From an optimization exercise on the open Yosys and OpenROAD flow, aimed at small area, a short achievable clock period and few clock cycles per item; shortcuts taken in it are not production practice.
Only simulation tests tie the RTL to the original design; equivalence was not proved.
Power figures rest on the tool's default switching activity, not on a simulated workload.

===== design/flow/config.mk =====
export PLATFORM = sky130hd
export DESIGN_NAME = deadline_ordered_task_release_queue_unit
export DESIGN_NICKNAME = deadline_ordered_task_release_queue_unit
export VERILOG_FILES = /design/flow/design.v
export SDC_FILE = /design/flow/constraint.sdc
export NUM_CORES = 4
export LEC_CHECK = 0
export CAP_MARGIN = 20
export CORE_MARGIN = 2
export CORE_UTILIZATION = 40
export SETUP_SLACK_MARGIN = 2.8
export SLEW_MARGIN = 20
export SYNTH_HIERARCHICAL = 1
export SYNTH_MINIMUM_KEEP_SIZE = 0

===== design/flow/constraint.sdc =====
create_clock -name core_clock -period 5.5 [get_ports {clock}]
set_input_delay 1.1000 -clock core_clock [delete_from_list [all_inputs] [get_ports {clock}]]
set_output_delay 1.1000 -clock core_clock [all_outputs]
set_load 0.01 [all_outputs]

===== design/flow/design.v =====
package dotrq_pkg;
   localparam logic [2:0] STATUS_RELEASED  = 3'd0;
   localparam logic [2:0] STATUS_QUEUED    = 3'd1;
   localparam logic [2:0] STATUS_SUBMITTED = 3'd2;
   localparam logic [2:0] STATUS_REFUSED   = 3'd3;
   localparam logic [2:0] STATUS_FULL      = 3'd4;
   localparam logic [4:0] MAX_ROOM = 5'd16;
endpackage
module dotrq_le #(
   parameter int W = 32
) (
   input  logic [W-1:0] a,
   input  logic [W-1:0] b,
   output logic         le
);
   localparam int L = $clog2(W);
   logic [L:0][W-1:0] g;
   logic [L:0][W-1:0] p;
   for (genvar i = 0; i < W; i++) begin : g_bit
      assign g[0][i] = a[i] & ~b[i];
      assign p[0][i] = a[i] | ~b[i];
   end
   for (genvar l = 0; l < L; l++) begin : g_lvl
      for (genvar i = 0; i < (W >> (l + 1)); i++) begin : g_node
         assign g[l+1][i] = g[l][2*i+1] | (p[l][2*i+1] & g[l][2*i]);
         assign p[l+1][i] = p[l][2*i+1] & p[l][2*i];
      end
      for (genvar i = (W >> (l + 1)); i < W; i++) begin : g_pad
         assign g[l+1][i] = 1'b0;
         assign p[l+1][i] = 1'b0;
      end
   end
   assign le = ~g[L][0];
endmodule
module deadline_ordered_task_release_queue_unit #(
   parameter int QUEUE_DEPTH = 16
) (
   input  logic        clock,
   input  logic        reset,
   input  logic        req_valid,
   output logic        req_stall,
   input  logic        req_command,
   input  logic [31:0] req_current_time,
   input  logic [31:0] req_deadline,
   input  logic [15:0] req_task_id,
   input  logic        req_executor_stopped,
   input  logic [4:0]  req_executor_room,
   output logic        rsp_valid,
   input  logic        rsp_stall,
   output logic [15:0] rsp_out_task_id,
   output logic [2:0]  rsp_status,
   output logic [4:0]  rsp_pending_count,
   output logic        rsp_last
);
   localparam int N  = QUEUE_DEPTH;     
   localparam int NW = $clog2(N);
   localparam int Q  = 4;               
   function automatic logic [N-1:0] rotl1(input logic [N-1:0] x);
      rotl1 = {x[N-2:0], x[N-1]};
   endfunction
   function automatic logic [NW-1:0] enc(input logic [N-1:0] x);
      enc = '0;
      for (int i = 0; i < N; i++) enc = enc | ({NW{x[i]}} & NW'(i));
   endfunction
   logic [N-1:0][31:0]    d_ff;
   logic [N-1:0][15:0]    i_ff;
   logic [N-1:0]          v_ff, p_ff, l_ff;
   logic [N-1:0]          h_ff, t_ff, r_ff;      
   logic [NW-1:0]         hb_ff, tb_ff;          
   logic                  full_ff;               
   logic [N:0]            fr_ff;                 
   logic                  r_v, r_sched, r_tick, r_due, r_refuse;
   logic [4:0]            r_room;
   logic [31:0]           r_key;
   logic [15:0]           r_id;
   logic                  e_v, e_sched, e_tick, e_due, e_refuse, e_ins;
   logic [N-1:0]          e_th;                  
   logic [N-1:0]          e_r1h;                 
   logic [31:0]           e_dl;
   logic [15:0]           e_id;
   logic [N-1:0]          e_c;
   logic [Q-1:0][15:0]    t_id;
   logic [Q-1:0][2:0]     t_st;                  
   logic [Q-1:0]          t_rd, t_wr;            
   logic [Q:0]            t_cnt;                 
   logic                  o_v, o_last;
   logic [15:0]           o_id;
   logic [2:0]            o_st;
   logic [4:0]            o_pend;
   logic                  stall_ff;
   logic [N-1:0]  a_m, b_m, tk_new, tk_prev, wr, win, doomed, h_r, h_b, h_nx, l_nx;
   logic          has_free, tok_ok, ins_try, any_d, all_a;
   logic          needs_tok, blocked, e_fire, ins, rel, push, first_last;
   logic          pop_p, pop_t, o_load, have, byp_ok, byp, byp_g, cell_out;
   assign has_free = fr_ff[1];
   assign tok_ok   = !t_cnt[Q];
   assign a_m = v_ff & e_c;
   assign b_m = v_ff & ~e_c;
   for (genvar i = 0; i < N; i++) begin : g_ins
      localparam int IP = (i + N - 1) % N;
      assign tk_prev[i] = b_m[IP];
      assign tk_new[i]  = (h_ff[i] || a_m[IP]) && !a_m[i];
   end
   assign ins_try = e_v && e_ins && !full_ff;
   assign ins     = ins_try && tok_ok && has_free;
   assign wr      = ins ? (tk_prev | tk_new) : '0;
   always_comb begin
      win = '0;
      h_r = '0;
      for (int i = 0; i < N; i++) begin
         for (int j = 0; j < N; j++) begin
            win[i] = win[i] | (h_ff[j] & e_th[(i + N - j) % N]);
            h_r[i] = h_r[i] | (h_ff[j] & e_r1h[(i + N - j) % N]);
         end
      end
   end
   assign any_d  = |(a_m & h_ff) && e_th[0];
   assign doomed = a_m & win;
   assign all_a  = &a_m;
   for (genvar i = 0; i < N; i++) begin : g_tick
      localparam int IP = (i + N - 1) % N;
      localparam int IN = (i + 1) % N;
      assign h_b[i]  = all_a ? (h_ff[i] && e_th[N-1]) : (a_m[IP] && !a_m[i]);
      assign h_nx[i] = (h_r[i] && a_m[i]) || (h_b[i] && (win[i] || h_r[i]));
   end
   for (genvar i = 0; i < N; i++) begin : g_last
      assign l_nx[i] = h_nx[(i + 1) % N];
   end
   assign first_last = !e_th[1] || !(|(a_m & rotl1(h_ff)));
   assign needs_tok = e_v && (e_sched || (e_tick && any_d));
   assign blocked   = (e_v && (e_sched || e_tick) && !tok_ok) || (ins_try && !has_free);
   assign e_fire    = e_v && !blocked;
   assign rel       = e_v && e_tick && any_d && tok_ok;
   logic [2:0]  n_st;
   always_comb begin
      n_st = dotrq_pkg::STATUS_QUEUED;
      if (e_tick) begin
         n_st = dotrq_pkg::STATUS_RELEASED;
      end else if (e_due) begin
         n_st = e_refuse ? dotrq_pkg::STATUS_REFUSED : dotrq_pkg::STATUS_SUBMITTED;
      end else if (full_ff) begin
         n_st = dotrq_pkg::STATUS_FULL;
      end
   end
   logic [15:0] rd_id;
   logic        rd_last;
   logic        h_kind;
   logic [15:0] h_id;
   logic [2:0]  h_st;
   always_comb begin
      rd_id = '0;
      for (int i = 0; i < N; i++) rd_id = rd_id | ({16{r_ff[i]}} & i_ff[i]);
      h_id   = '0;
      h_st   = '0;
      for (int q = 0; q < Q; q++) begin
         h_id   = h_id   | ({16{t_rd[q]}} & t_id[q]);
         h_st   = h_st   | ({3{t_rd[q]}} & t_st[q]);
      end
   end
   assign h_kind = h_st == dotrq_pkg::STATUS_RELEASED;
   assign rd_last = |(r_ff & l_ff);
   assign have   = t_cnt[1];
   assign o_load = !o_v || !rsp_stall;
   assign pop_p  = o_load && have && h_kind;
   assign pop_t  = o_load && have && (!h_kind || rd_last);
   assign byp_ok   = o_load && !have;
   assign byp      = byp_ok && e_fire && needs_tok;
   assign byp_g    = byp_ok && rel;
   assign push     = e_fire && needs_tok && !(byp_ok && (e_sched || first_last));
   assign cell_out = pop_p || byp_g;
   logic         accept;
   logic         due_in;
   logic [4:0]   room_in;
   assign accept  = req_valid && !stall_ff;
   assign room_in = (req_executor_room > dotrq_pkg::MAX_ROOM) ? dotrq_pkg::MAX_ROOM :
                    req_executor_room;
   dotrq_le u_le_due (.a(req_deadline), .b(req_current_time), .le(due_in));
   logic         adv;
   logic [N-1:0] c_raw, c_in, th_r, r1h_r;
   logic         c_new;
   assign adv = r_v && !(e_v && blocked);
   for (genvar i = 0; i < N; i++) begin : g_cmp
      localparam int IP = (i + N - 1) % N;
      dotrq_le u_le (.a(d_ff[i]), .b(r_key), .le(c_raw[i]));
      assign c_in[i] = !wr[i] ? c_raw[i] : tk_new[i] ? c_new : c_raw[IP];
   end
   dotrq_le u_le_new (.a(e_dl), .b(r_key), .le(c_new));
   always_comb begin
      for (int j = 0; j < N; j++) begin
         th_r[j]  = 5'(j) < r_room;
         r1h_r[j] = (5'(j) == r_room);
      end
   end
   logic [N-1:0]  rel_m, out_m;
   logic [Q:0]    t_cnt_in;
   logic          occ_in, sched_in, tok_in, free_in, stall_in;
   assign rel_m = rel ? doomed : '0;
   assign out_m = cell_out ? r_ff : '0;
   always_comb begin
      t_cnt_in = t_cnt;
      if (push && !pop_t) t_cnt_in = {t_cnt[Q-1:0], 1'b1};
      if (pop_t && !push) t_cnt_in = {1'b0, t_cnt[Q:1]};
   end
   assign occ_in   = adv || (e_v && blocked);
   assign sched_in = adv ? (r_sched && !r_due) : e_ins;
   assign tok_in   = adv ? (r_sched || r_tick) : (e_sched || e_tick);
   assign free_in  = fr_ff[2] || (fr_ff[1] && !(ins && !pop_p)) || pop_p;
   logic push_est, tok_full_in;
   assign push_est    = e_v && !blocked && (e_sched || e_tick);
   assign tok_full_in = (t_cnt[Q] && !(pop_t && !push_est)) ||
                        (t_cnt[Q-1] && push_est && !pop_t);
   assign stall_in = (accept || (r_v && !adv)) && occ_in &&
                     ((tok_in && tok_full_in) || (sched_in && !free_in));
   always_ff @(posedge clock) begin
      if (reset) begin
         v_ff     <= '0;
         p_ff     <= '0;
         h_ff     <= N'(1);
         t_ff     <= N'(1);
         r_ff     <= N'(1);
         hb_ff    <= '0;
         tb_ff    <= '0;
         full_ff  <= 1'b0;
         fr_ff    <= '1;
         r_v      <= 1'b0;
         e_v      <= 1'b0;
         t_rd     <= Q'(1);
         t_wr     <= Q'(1);
         t_cnt    <= (Q+1)'(1);
         o_v      <= 1'b0;
         stall_ff <= 1'b0;
      end else begin
         v_ff     <= (v_ff & ~rel_m) | wr;
         p_ff     <= (p_ff | rel_m) & ~out_m;
         if (rel) begin
            h_ff  <= h_nx;
            hb_ff <= enc(h_nx);
         end
         if (ins) begin
            t_ff  <= rotl1(t_ff);
            tb_ff <= tb_ff + NW'(1);
         end
         if (cell_out) r_ff <= rotl1(r_ff);
         full_ff  <= (full_ff && !rel) || (ins && (tb_ff + NW'(1) == hb_ff));
         if (ins && !cell_out) fr_ff <= {1'b0, fr_ff[N:1]};
         if (cell_out && !ins) fr_ff <= {fr_ff[N-1:0], 1'b1};
         r_v      <= accept || (r_v && !adv);
         e_v      <= occ_in;
         if (push)  t_wr <= {t_wr[Q-2:0], t_wr[Q-1]};
         if (pop_t) t_rd <= {t_rd[Q-2:0], t_rd[Q-1]};
         t_cnt    <= t_cnt_in;
         if (o_load) o_v <= have || byp;
         stall_ff <= stall_in;
      end
   end
   for (genvar i = 0; i < N; i++) begin : g_cell
      localparam int IP = (i + N - 1) % N;
      logic s_hold, s_prev, s_new;
      assign s_hold = !wr[i];
      assign s_prev = wr[i] && !tk_new[i];
      assign s_new  = wr[i] && tk_new[i];
      always_ff @(posedge clock) begin
         d_ff[i] <= ({32{s_hold}} & d_ff[i]) | ({32{s_prev}} & d_ff[IP]) | ({32{s_new}} & e_dl);
         i_ff[i] <= ({16{s_hold}} & i_ff[i]) | ({16{s_prev}} & i_ff[IP]) | ({16{s_new}} & e_id);
         if (rel_m[i]) l_ff[i] <= l_nx[i];
      end
   end
   always_ff @(posedge clock) begin
      if (!stall_ff) begin
         r_sched  <= !req_command;
         r_tick   <= req_command && !req_executor_stopped;
         r_due    <= due_in;
         r_refuse <= req_executor_stopped || (room_in == '0);
         r_room   <= room_in;
         r_key    <= req_command ? req_current_time : req_deadline;
         r_id     <= req_task_id;
      end
   end
   always_ff @(posedge clock) begin
      if (!(e_v && blocked)) begin
         e_sched  <= r_sched;
         e_tick   <= r_tick;
         e_due    <= r_due;
         e_ins    <= r_sched && !r_due;
         e_refuse <= r_refuse;
         e_th     <= th_r;
         e_r1h    <= r1h_r;
         e_dl     <= r_key;
         e_id     <= r_id;
         e_c      <= c_in;
      end
   end
   always_ff @(posedge clock) begin
      for (int q = 0; q < Q; q++) begin
         if (push && t_wr[q]) begin
            t_id[q]   <= e_id;
            t_st[q]   <= n_st;
         end
      end
   end
   logic [2:0] o_st_in;
   assign o_st_in = have ? h_st : n_st;
   logic [4:0] o_pend_up, o_pend_dn;
   assign o_pend_up = o_pend + 5'd1;
   assign o_pend_dn = o_pend - 5'd1;
   always_ff @(posedge clock) begin
      if (reset) begin
         o_pend <= '0;
      end else if (o_load && (have || byp)) begin
         if (o_st_in == dotrq_pkg::STATUS_QUEUED) begin
            o_pend <= o_pend_up;
         end else if (o_st_in == dotrq_pkg::STATUS_RELEASED) begin
            o_pend <= o_pend_dn;
         end
      end
   end
   always_ff @(posedge clock) begin
      if (o_load && have) begin
         o_id   <= h_kind ? rd_id : h_id;
         o_st   <= h_st;
         o_last <= !h_kind || rd_last;
      end else if (byp) begin
         o_id   <= e_tick ? rd_id : e_id;
         o_st   <= n_st;
         o_last <= e_sched || first_last;
      end
   end
   assign req_stall         = stall_ff;
   assign rsp_valid         = o_v;
   assign rsp_out_task_id   = o_id;
   assign rsp_status        = o_st;
   assign rsp_pending_count = o_pend;
   assign rsp_last          = o_last;
endmodule

===== design/flow/run.sh =====
#!/bin/bash
# synth_recipe.tcl (not shown) runs the flow's synth.tcl, then flattens the netlist and writes it again
# the make line also repeats each setting of config.mk as NAME=value (left out here)
make -C /OpenROAD-flow-scripts/flow DESIGN_CONFIG=/design/flow/config.mk WORK_HOME=/design/flow/orfs CLKGATE_MAP_FILE= SYNTH_SCRIPT=/design/flow/synth_recipe.tcl finish

==> flow_metrics.env, run 1 <==
export IMPL_status="timing/DRC/antenna clean"
export IMPL_die_h_um=385
export IMPL_r2r_start="r_key[10]$_DFFE_PN_"
export IMPL_startpoint_type="register"
export IMPL_cts_htree_levels=3
export IMPL_vias_per_cell=6.77
export IMPL_tightest_slew_ns=1.15
export IMPL_synth_edf_count=270
export IMPL_io_pins=118
export IMPL_leakage_nw=30.5
export IMPL_setup_violations_final=0
export IMPL_ys_flop_type="dfxtp_1"
export IMPL_period_minus_slack_ns=2.75
export IMPL_cts_buffers=120
export IMPL_grt_ovfl_total=0
export IMPL_tritoncts="yes"
export IMPL_ir_worst_vdd_v=0.000268
export IMPL_most_common_layout_cells="inv_1, dfxtp_1, a222oi_1"
export IMPL_layout_drive_gt1_share_pct=15.2
export IMPL_synth_xor_area_share_pct=0.181
export IMPL_routed_wl_um=241000
export IMPL_postRouteAntennaNets=0
export IMPL_ff2ff_path_depth=10
export IMPL_grt_max_degree=97
export IMPL_crit_type="reg -> reg"
export IMPL_drcViolationCount=0
export IMPL_p_comb_share_pct=11.2
export IMPL_hold_violations=0
export IMPL_finalMaxSlewViolations=0
export IMPL_die_x_um=385
export IMPL_p_int_mw=14.9
export IMPL_clock_latency_ns=0.78
export IMPL_dieArea_um2=148000
export IMPL_synth_async_sr_flop_share_pct=0
export IMPL_synth_top_family_by_area="compound AO/OA/AOI/OAI gates"
export IMPL_rows=139
export IMPL_p_per_area_nw_per_um2=294
export IMPL_yosysSeqAreaShare_pct=43.7
export IMPL_mostFrequentLayoutCell="inv_1"
export IMPL_rsz0062_at_grt="true"
export IMPL_p_clk_share_pct=43.3
export IMPL_cts_sinks=1134
export IMPL_final_util_pct=47.9
export IMPL_cts_hold_buf=0
export IMPL_fmax_mhz=363
export IMPL_drt_first_iter_violations=12156
export IMPL_place_congestion=0.937
export IMPL_path_max_fanout=5
export IMPL_antenna_found_initial=5
export IMPL_fin_nets=6385
export IMPL_finClkSkew_ns=0.0405
export IMPL_finalSetupTns_ns=0
export IMPL_first_pass_iters=17
export IMPL_synth_area_leader_cell="dfxtp_1"
export IMPL_fin_ws_ns=2.75
export IMPL_cts_buffer_depth=3
export IMPL_synthAdderAreaFrac_pct=1.76
export IMPL_synthTopCellsByArea="dfxtp_1, a222oi_1, edfxtp_1, inv_1, a22oi_1"
export IMPL_path_clk_slew_ns=0.06
export IMPL_grt_pass1_vias=51552
export IMPL_synthMuxAreaShare_pct=1.67
export IMPL_synth_top_cell_area_share_pct=29.8
export IMPL_ys_warn_count=7
export IMPL_relSlewSlack_pct=23.6
export IMPL_holdCritPathClass="reg -> reg"
export IMPL_crit_path_end="e_c[7]$_DFFE_PN_"
export IMPL_synth_compound_area_share_pct=28.8
export IMPL_power_switching_mw=5.37
export IMPL_syn_num_nets=6345
export IMPL_coreArea_um2=144000
export IMPL_swShare_pct=26.5
export IMPL_fin_crit_sh_pct=50.0
export IMPL_area_growth_syn_to_layout_pct=18.6
export IMPL_required_ns=6.00
export IMPL_synthesis_area_um2=58100
export IMPL_avgSynthCellArea_um2=9.30
export IMPL_crit_arrival_ns=3.26
export IMPL_r2r_setup_slack_ns=2.75
export IMPL_synthCells=6245
export IMPL_cp_end_kind="register"
export IMPL_wl_per_cell_um=29.1
export IMPL_ys_types=78
export IMPL_place_port_buffers=117
export IMPL_hold_ws_ns=0.415
export IMPL_grt_pass1_wl_um=348000
export IMPL_gr_usage_all_layers_pct=30.8
export IMPL_start_util_pct=40.4
export IMPL_pwr_share_seq_pct=45.5
export IMPL_cts_root_buffer="clkbuf_16"
export IMPL_cp_startpoint="r_key[10]$_DFFE_PN_"
export IMPL_yosys_area_share_simple_pct=12.7
export IMPL_cap_violations=0
export IMPL_dp_hpwl_um=141000
export IMPL_n_fill_cell=13201
export IMPL_vias=56182
export IMPL_ys_seq_elements=1134
export IMPL_r2r_end="e_c[7]$_DFFE_PN_"
export IMPL_dpl_worst_slack_ns=1.79
[synthesized netlist by cell type, types with 19 or more instances]
cell and count:
inv_1 1155, dfxtp_1 864, a222oi_1 820, clkbuf_1 386
nand2b_1 328, a22oi_1 282, edfxtp_1 270, nor2_1 213
nand2_1 179, nor2b_1 179, a21oi_1 137, a221oi_1 114
nand3_1 97, a22o_1 95, nor3_1 94, maj3_1 90
buf_2 81, o21ai_0 75, o221ai_1 72, nor2b_2 54
o2111ai_1 54, mux2_2 48, buf_1 46, mux2i_1 43
a211oi_1 39, o21ai_1 37, o22ai_1 36, nand4_1 32
a2111oi_1 19, a2111oi_2 19, a221o_1 19, o211ai_1 19
[cell type report]
type                    instances  area [µm²]  share of cell area, %
clock buffers                 179        3660                   5.31
flip-flops and latches       1134       25400                   36.9
well taps                    1903        2380                   3.46
clock inverters                50         607                  0.881
inverters                    1156        4360                   6.32
multi-input cells            3427       28000                   40.6
diodes                          4        10.0                 0.0145
repair buffers                446        4450                   6.46
[cell families after synthesis]
logic type | after synthesis
compound gates | 1932
mux | 91
fa+ha+maj | 99
buf+inv | 1691
xor+xnor | 12
flops | 1134
simple gates | 1286
[Yosys stat by module (local to each module, per instance)]
module / flip-flops and latches / times used / cells / cell area (µm²)
deadline_ordered_task_release_queue_unit: 1134 / 1 / 4535 / 47000
dotrq_le: 0 / 18 / 95 / 618
[what timing repair did]
action	in CTS	in global routing
buffers inserted	84	79
cloned	8	9
endpoints found under the setup margin	1015	847
pin swaps	22	102
resized for setup	182	243
[registers in the layout (all words and copies together), names as in the netlist, 12 cells and up]
name	flops
d_ff	512
i_ff	256
t_id	64
e_dl	32
r_key	32
fr_ff	17
e_c	16
e_id	16
e_r1h	16
e_th	16
h_ff	16
l_ff	16
o_id	16
r_ff	16
r_id	16
v_ff	16
t_st	12
[metal layers]
| metal | vias to the layer above | wire length [µm] | global-route usage [%] |
|---|---|---|---|
| met5 | - | 23 | 0 |
| met3 | 914 | 33700 | 8.13 |
| li1 | 23899 | - | - |
| met4 | 4 | 14500 | 15.5 |
| met2 | 4280 | 102000 | 45.8 |
| met1 | 27085 | 91200 | 41.2 |
[worst min path at each step]
| stage | start | cells after the start | slack (ns) | endpoint |
|---|---|---|---|---|
| 2_1_floorplan | r_id[0]$_DFFE_PN_ | 0 | 0.40 | e_id[0]$_DFFE_PN_ |
| 3_3_place_gp | r_id[10]$_DFFE_PN_ | 0 | 0.40 | e_id[10]$_DFFE_PN_ |
| 3_5_place_dp | r_id[3]$_DFFE_PN_ | 0 | 0.40 | e_id[3]$_DFFE_PN_ |
| 4_1_cts | r_id[3]$_DFFE_PN_ | 0 | 0.42 | e_id[3]$_DFFE_PN_ |
| 5_1_grt | r_id[2]$_DFFE_PN_ | 0 | 0.43 | e_id[2]$_DFFE_PN_ |
| 6_report | r_refuse$_DFFE_PN_ | 0 | 0.41 | e_refuse$_DFFE_PN_ |
[stage by stage]
stage / std cells / area (µm²) / total power [mW]
6_report: 8299 / 68900 / 20.3
5_1_grt: 8295 / 68900 / 20.9
4_1_cts: 8207 / 66900 / 20.1
3_5_place_dp: 7886 / 61100 / 11.3
3_3_place_gp: 7886 / 61100 / 11.3
2_1_floorplan: 6245 / 58200 / 10.5
[power by group through the flow]
stage,Combinational (mW),Clock [mW],Sequential (mW)
after floorplan,1.18,0,9.33
after global placement,1.78,0,9.49
after detailed placement,1.81,0,9.49
after CTS,2.01,8.85,9.25
after global routing,2.41,9.18,9.26
final,2.28,8.78,9.23
[worst max-delay path: stages (launching register included)]
cell and delay (ns):
edfxtp_1 0.43, buf_6 0.17, buf_4 0.16, nand2b_1 0.15
maj3_1 0.37, o221ai_2 0.21, o21ai_2 0.12, o21ai_4 0.33
a211oi_2 0.15, a222oi_1 0.32, inv_1 0.09
Testbench counts, summed over its fixed seeds: cycles 14,186, items 12,000.
==> run 2, diff against run 1 <==
--- a/design/flow/design.v
+++ b/design/flow/design.v
@@ -9,26 +9,23 @@
 module dotrq_le #(
-   parameter int W = 32
+   parameter int W = 32                 
 ) (
    input  logic [W-1:0] a,
-   input  logic [W-1:0] b,
+   input  logic [W-1:0] nb,
    output logic         le
 );
-   localparam int L = $clog2(W);
-   logic [L:0][W-1:0] g;
-   logic [L:0][W-1:0] p;
-   for (genvar i = 0; i < W; i++) begin : g_bit
-      assign g[0][i] = a[i] & ~b[i];
-      assign p[0][i] = a[i] | ~b[i];
-   end
-   for (genvar l = 0; l < L; l++) begin : g_lvl
-      for (genvar i = 0; i < (W >> (l + 1)); i++) begin : g_node
-         assign g[l+1][i] = g[l][2*i+1] | (p[l][2*i+1] & g[l][2*i]);
-         assign p[l+1][i] = p[l][2*i+1] & p[l][2*i];
-      end
-      for (genvar i = (W >> (l + 1)); i < W; i++) begin : g_pad
-         assign g[l+1][i] = 1'b0;
-         assign p[l+1][i] = 1'b0;
-      end
+   logic [W/4-1:0] g4, p4;
+   for (genvar k = 0; k < W / 4; k++) begin : g_grp
+      logic [3:0] g, p;
+      assign g = a[4*k+3:4*k] & nb[4*k+3:4*k];
+      assign p = a[4*k+3:4*k] | nb[4*k+3:4*k];
+      assign g4[k] = g[3] | (p[3] & g[2]) | (p[3] & p[2] & g[1]) |
+                     (p[3] & p[2] & p[1] & g[0]);
+      assign p4[k] = &p;
+   end
+   logic gt;
+   always_comb begin
+      gt = 1'b0;
+      for (int k = 0; k < W / 4; k++) gt = g4[k] | (p4[k] & gt);
    end
-   assign le = ~g[L][0];
+   assign le = ~gt;
 endmodule
@@ -176,3 +173,3 @@
                     req_executor_room;
-   dotrq_le u_le_due (.a(req_deadline), .b(req_current_time), .le(due_in));
+   dotrq_le u_le_due (.a(req_deadline), .nb(~req_current_time), .le(due_in));
    logic         adv;
@@ -180,2 +177,4 @@
    logic         c_new;
+   logic [31:0]  r_nkey;
+   assign r_nkey = ~r_key;
    assign adv = r_v && !(e_v && blocked);
@@ -183,6 +182,6 @@
       localparam int IP = (i + N - 1) % N;
-      dotrq_le u_le (.a(d_ff[i]), .b(r_key), .le(c_raw[i]));
+      dotrq_le u_le (.a(d_ff[i]), .nb(r_nkey), .le(c_raw[i]));
       assign c_in[i] = !wr[i] ? c_raw[i] : tk_new[i] ? c_new : c_raw[IP];
    end
-   dotrq_le u_le_new (.a(e_dl), .b(r_key), .le(c_new));
+   dotrq_le u_le_new (.a(e_dl), .nb(r_nkey), .le(c_new));
    always_comb begin
--- a/design/flow/config.mk
+++ b/design/flow/config.mk
@@ -8,4 +8,7 @@
 export CAP_MARGIN = 20
+export CELL_PAD_IN_SITES_DETAIL_PLACEMENT = 1
 export CORE_MARGIN = 2
 export CORE_UTILIZATION = 40
+export CTS_CLUSTER_DIAMETER = 60
+export CTS_CLUSTER_SIZE = 20
 export SETUP_SLACK_MARGIN = 2.8
==> run 2 against run 1 <==
  * Clock-buffer cell count decreased by 63
  * Utilization increased by 0.98 points
  * Routed wire length increased by 12%
  * Critical path type unchanged
  * Sequential power increased by 0.4%
  * Clock power decreased by 4.3%
==> flow_metrics.env, run 2 <==
export IMPL_dpl_worst_slack_ns=1.76
export IMPL_postRouteAntennaNets=0
export IMPL_hold_start="r_id[8]$_DFFE_PN_"
export IMPL_p_per_area_nw_per_um2=293
export IMPL_dieArea_um2=144000
export IMPL_clock_latency_ns=0.80
export IMPL_synthTopCellsByArea="dfxtp_1, edfxtp_1, a222oi_1, inv_1, a22oi_1"
export IMPL_drcViolationCount=0
export IMPL_most_common_layout_cells="dfxtp_1, inv_1, a222oi_1"
export IMPL_place_congestion=0.903
export IMPL_finClkSkew_ns=0.0693
export IMPL_cts_sinks=1134
export IMPL_synth_edf_count=270
export IMPL_cp_startpoint="r_key[25]$_DFFE_PN_"
export IMPL_final_cells=8108
export IMPL_tightest_slew_ns=1.14
export IMPL_startpoint_type="register"
export IMPL_fin_ws_ns=2.41
export IMPL_path_max_fanout=9
export IMPL_rsz0062_at_grt="true"
export IMPL_antenna_found_initial=10
export IMPL_fin_nets=6230
export IMPL_coreArea_um2=140000
export IMPL_synth_async_sr_flop_share_pct=0
export IMPL_critPathSlowestCell="edfxtp_1"
export IMPL_ir_worst_vdd_v=0.000258
export IMPL_first_pass_iters=17
export IMPL_vias=59697
export IMPL_syn_num_nets=6069
export IMPL_synth_area_leader_cell="dfxtp_1"
export IMPL_relSlewSlack_pct=23.4
export IMPL_io_pins=118
export IMPL_crit_arrival_ns=3.62
export IMPL_required_ns=6.03
export IMPL_grt_ovfl_total=0
export IMPL_vias_per_cell=7.36
export IMPL_cp_cell_sequence="clkinvlp_4, buf_6, o22ai_1, nor2_1, nand3_2, nor3_4, a2bb2oi_4, o31ai_4, clkbuf_16, a222oi_1, inv_1"
export IMPL_die_h_um=379
export IMPL_hold_violations=0
export IMPL_largest_reg_flops=512
export IMPL_status="timing/DRC/antenna clean"
export IMPL_wl_per_cell_um=33.4
export IMPL_cts_htree_levels=3
export IMPL_synth_top_cell_area_share_pct=30.8
export IMPL_ys_flop_type="dfxtp_1"
export IMPL_period_minus_slack_ns=3.09
export IMPL_ys_seq_elements=1134
export IMPL_holdCritPathClass="reg -> reg"
export IMPL_slowest_delay_ns=0.50
export IMPL_routed_wl_um=271000
export IMPL_regMostFlops="d_ff"
export IMPL_ys_warn_count=8
export IMPL_tritoncts="yes"
export IMPL_cap_violations=0
export IMPL_synth_commonest_cells="inv_1, dfxtp_1, a222oi_1, clkbuf_1, a22oi_1"
export IMPL_mostFrequentLayoutCell="dfxtp_1"
export IMPL_place_port_buffers=117
export IMPL_cts_buffers=107
export IMPL_dpl_cell_count=7570
export IMPL_layout_drive_gt1_share_pct=18.1
export IMPL_grt_max_degree=96
export IMPL_synth_most_common_cell="inv_1"
export IMPL_path_clk_slew_ns=0.09
export IMPL_drt_first_iter_violations=12962
export IMPL_grt_pass1_wl_um=381000
export IMPL_final_util_pct=48.9
export IMPL_crit_type="reg -> reg"
export IMPL_grt_pass1_vias=57239
export IMPL_leakage_nw=29.1
export IMPL_finalSetupTns_ns=0
export IMPL_cp_end_kind="register"
export IMPL_ys_types=85
export IMPL_gr_usage_all_layers_pct=35.0
export IMPL_largest_registers="d_ff x512, i_ff x256, t_id x64"
export IMPL_yosysSeqAreaShare_pct=45.2
export IMPL_synthesis_area_um2=56200
export IMPL_cts_buffer_depth=3
export IMPL_die_x_um=379
export IMPL_r2r_start="r_key[25]$_DFFE_PN_"
export IMPL_fin_crit_sh_pct=56.2
export IMPL_cts_root_buffer="clkbuf_16"
export IMPL_area_growth_syn_to_layout_pct=21.4
export IMPL_setup_violations_final=0
export IMPL_total_power_mw=20.0
export IMPL_rows=137
export IMPL_start_util_pct=40.3
export IMPL_finalMaxSlewViolations=0
export IMPL_avgSynthCellArea_um2=9.42
export IMPL_fmax_mhz=324
export IMPL_synthCells=5969
export IMPL_dp_hpwl_um=141000
export IMPL_cts_hold_buf=0
## run 2: layer usage
layer / wire length, µm / global-route usage, % / part of all wire (%)
met4: 21200 / 22.2 / 7.8
met5: 69 / 0 / 0.025
met2: 116000 / 52.9 / 43
met1: 94300 / 42.6 / 35
met3: 39300 / 11.8 / 15
## run 2: per-stage QoR
stage | hold WS (ns) | instance area [µm²]
2_1_floorplan | 0.400 | 56300
3_3_place_gp | 0.405 | 59000
3_5_place_dp | 0.408 | 59200
4_1_cts | 0.409 | 66300
5_1_grt | 0.419 | 68200
6_report | 0.428 | 68200
## run 2: logic make-up (layout without fill, tap and decap cells)
| group | count (synthesis) | after routing | share of synthesized area, % |
|---|---|---|---|
| buf+inv | 1408 | 1650 | 9.81 |
| simple gates | 1008 | 1014 | 8.83 |
| other cells | 0 | 7 | 0 |
| mux | 88 | 88 | 1.67 |
| fa+ha+maj | 45 | 45 | 0.935 |
| xor+xnor | 12 | 12 | 0.187 |
| flops | 1134 | 1134 | 45.2 |
| compound gates | 2274 | 2282 | 33.4 |
## run 2: layout make-up
| class | count | area (µm²) |
|---|---|---|
| Clock buffer | 116 | 2760 |
| Antenna cell | 7 | 17.5 |
| Tap cell | 1876 | 2350 |
| Inverter | 872 | 3360 |
| Sequential cell | 1134 | 25400 |
| Multi-Input combinational cell | 3441 | 27100 |
| Timing Repair inverter | 23 | 170 |
| Clock inverter | 88 | 1170 |
| Timing Repair Buffer | 551 | 5800 |
| Fill cell | 15359 | 71300 |
## run 2: worst max-delay path: cells and delay by family, from the launching register on
family | cells | cell delay (ns)
compound gates | 4 | 0.87
flops | 1 | 0.50
simple gates | 3 | 0.83
buf+inv | 4 | 0.63
## run 2: what timing repair did
action / in CTS / in global routing
setup buffers: 157 / 114
gates cloned: 47 / 8
setup endpoints to repair: 952 / 559
gates resized for setup: 301 / 173
pin swaps: 61 / 135
## run 2: power breakdown
| part | internal [mW] | switching [mW] | total (mW) |
|---|---|---|---|
| Combinational | 0.930 | 1.38 | 2.31 |
| Sequential | 8.82 | 0.452 | 9.27 |
| Clock | 4.33 | 4.07 | 8.40 |
| Total | 14.1 | 5.91 | 20.0 |
## run 2: worst paths after layout
| path | endpoint | slack (ns) | cells past startpoint |
|---|---|---|---|
| worst max-delay path | e_c[5]$_DFFE_PN_ | 2.41 | 11 |
| worst min-delay path | e_id[8]$_DFFE_PN_ | 0.43 | 0 |
| worst max register to register | e_c[5]$_DFFE_PN_ | 2.41 | 11 |
| worst min register to register | e_id[8]$_DFFE_PN_ | 0.43 | 0 |
## run 2: modules after synthesis (local to each module, per instance)
module	flip-flops and latches	copies in the design
dotrq_le	0	18
deadline_ordered_task_release_queue_unit	1134	1
Testbench counts of run 2, summed over its fixed seeds: cycles 14,186, items 12,000.

re-timing with driven ports:
No port has a modelled driver above. Below, the same layouts with a new extraction and two added sets of constraints. Step 1: set_driving_cell puts a clkbuf_16 on clock and a buf_2 on each other input, an assumption about the parent block. Step 2 also shifts input and output timing later by t, the mid clock arrival at the registers, as if the neighbouring blocks saw the same clock. Three values: ideal, step 1, step 2; two values: the first two.
run | shift t [ns] | slack for setup (ns) | worst data-port slew with drivers (ns)
run 1 | 0.833 | 2.749 / 2.749 / 2.099 | 0.07
run 2 | 0.844 | 2.412 / 2.412 / 2.210 | 0.05
After both steps setup and hold are still met in every run listed. The setup slack of run 1, which loses most, moves by 0.000 ns with the drivers and by -0.650 ns with both steps.
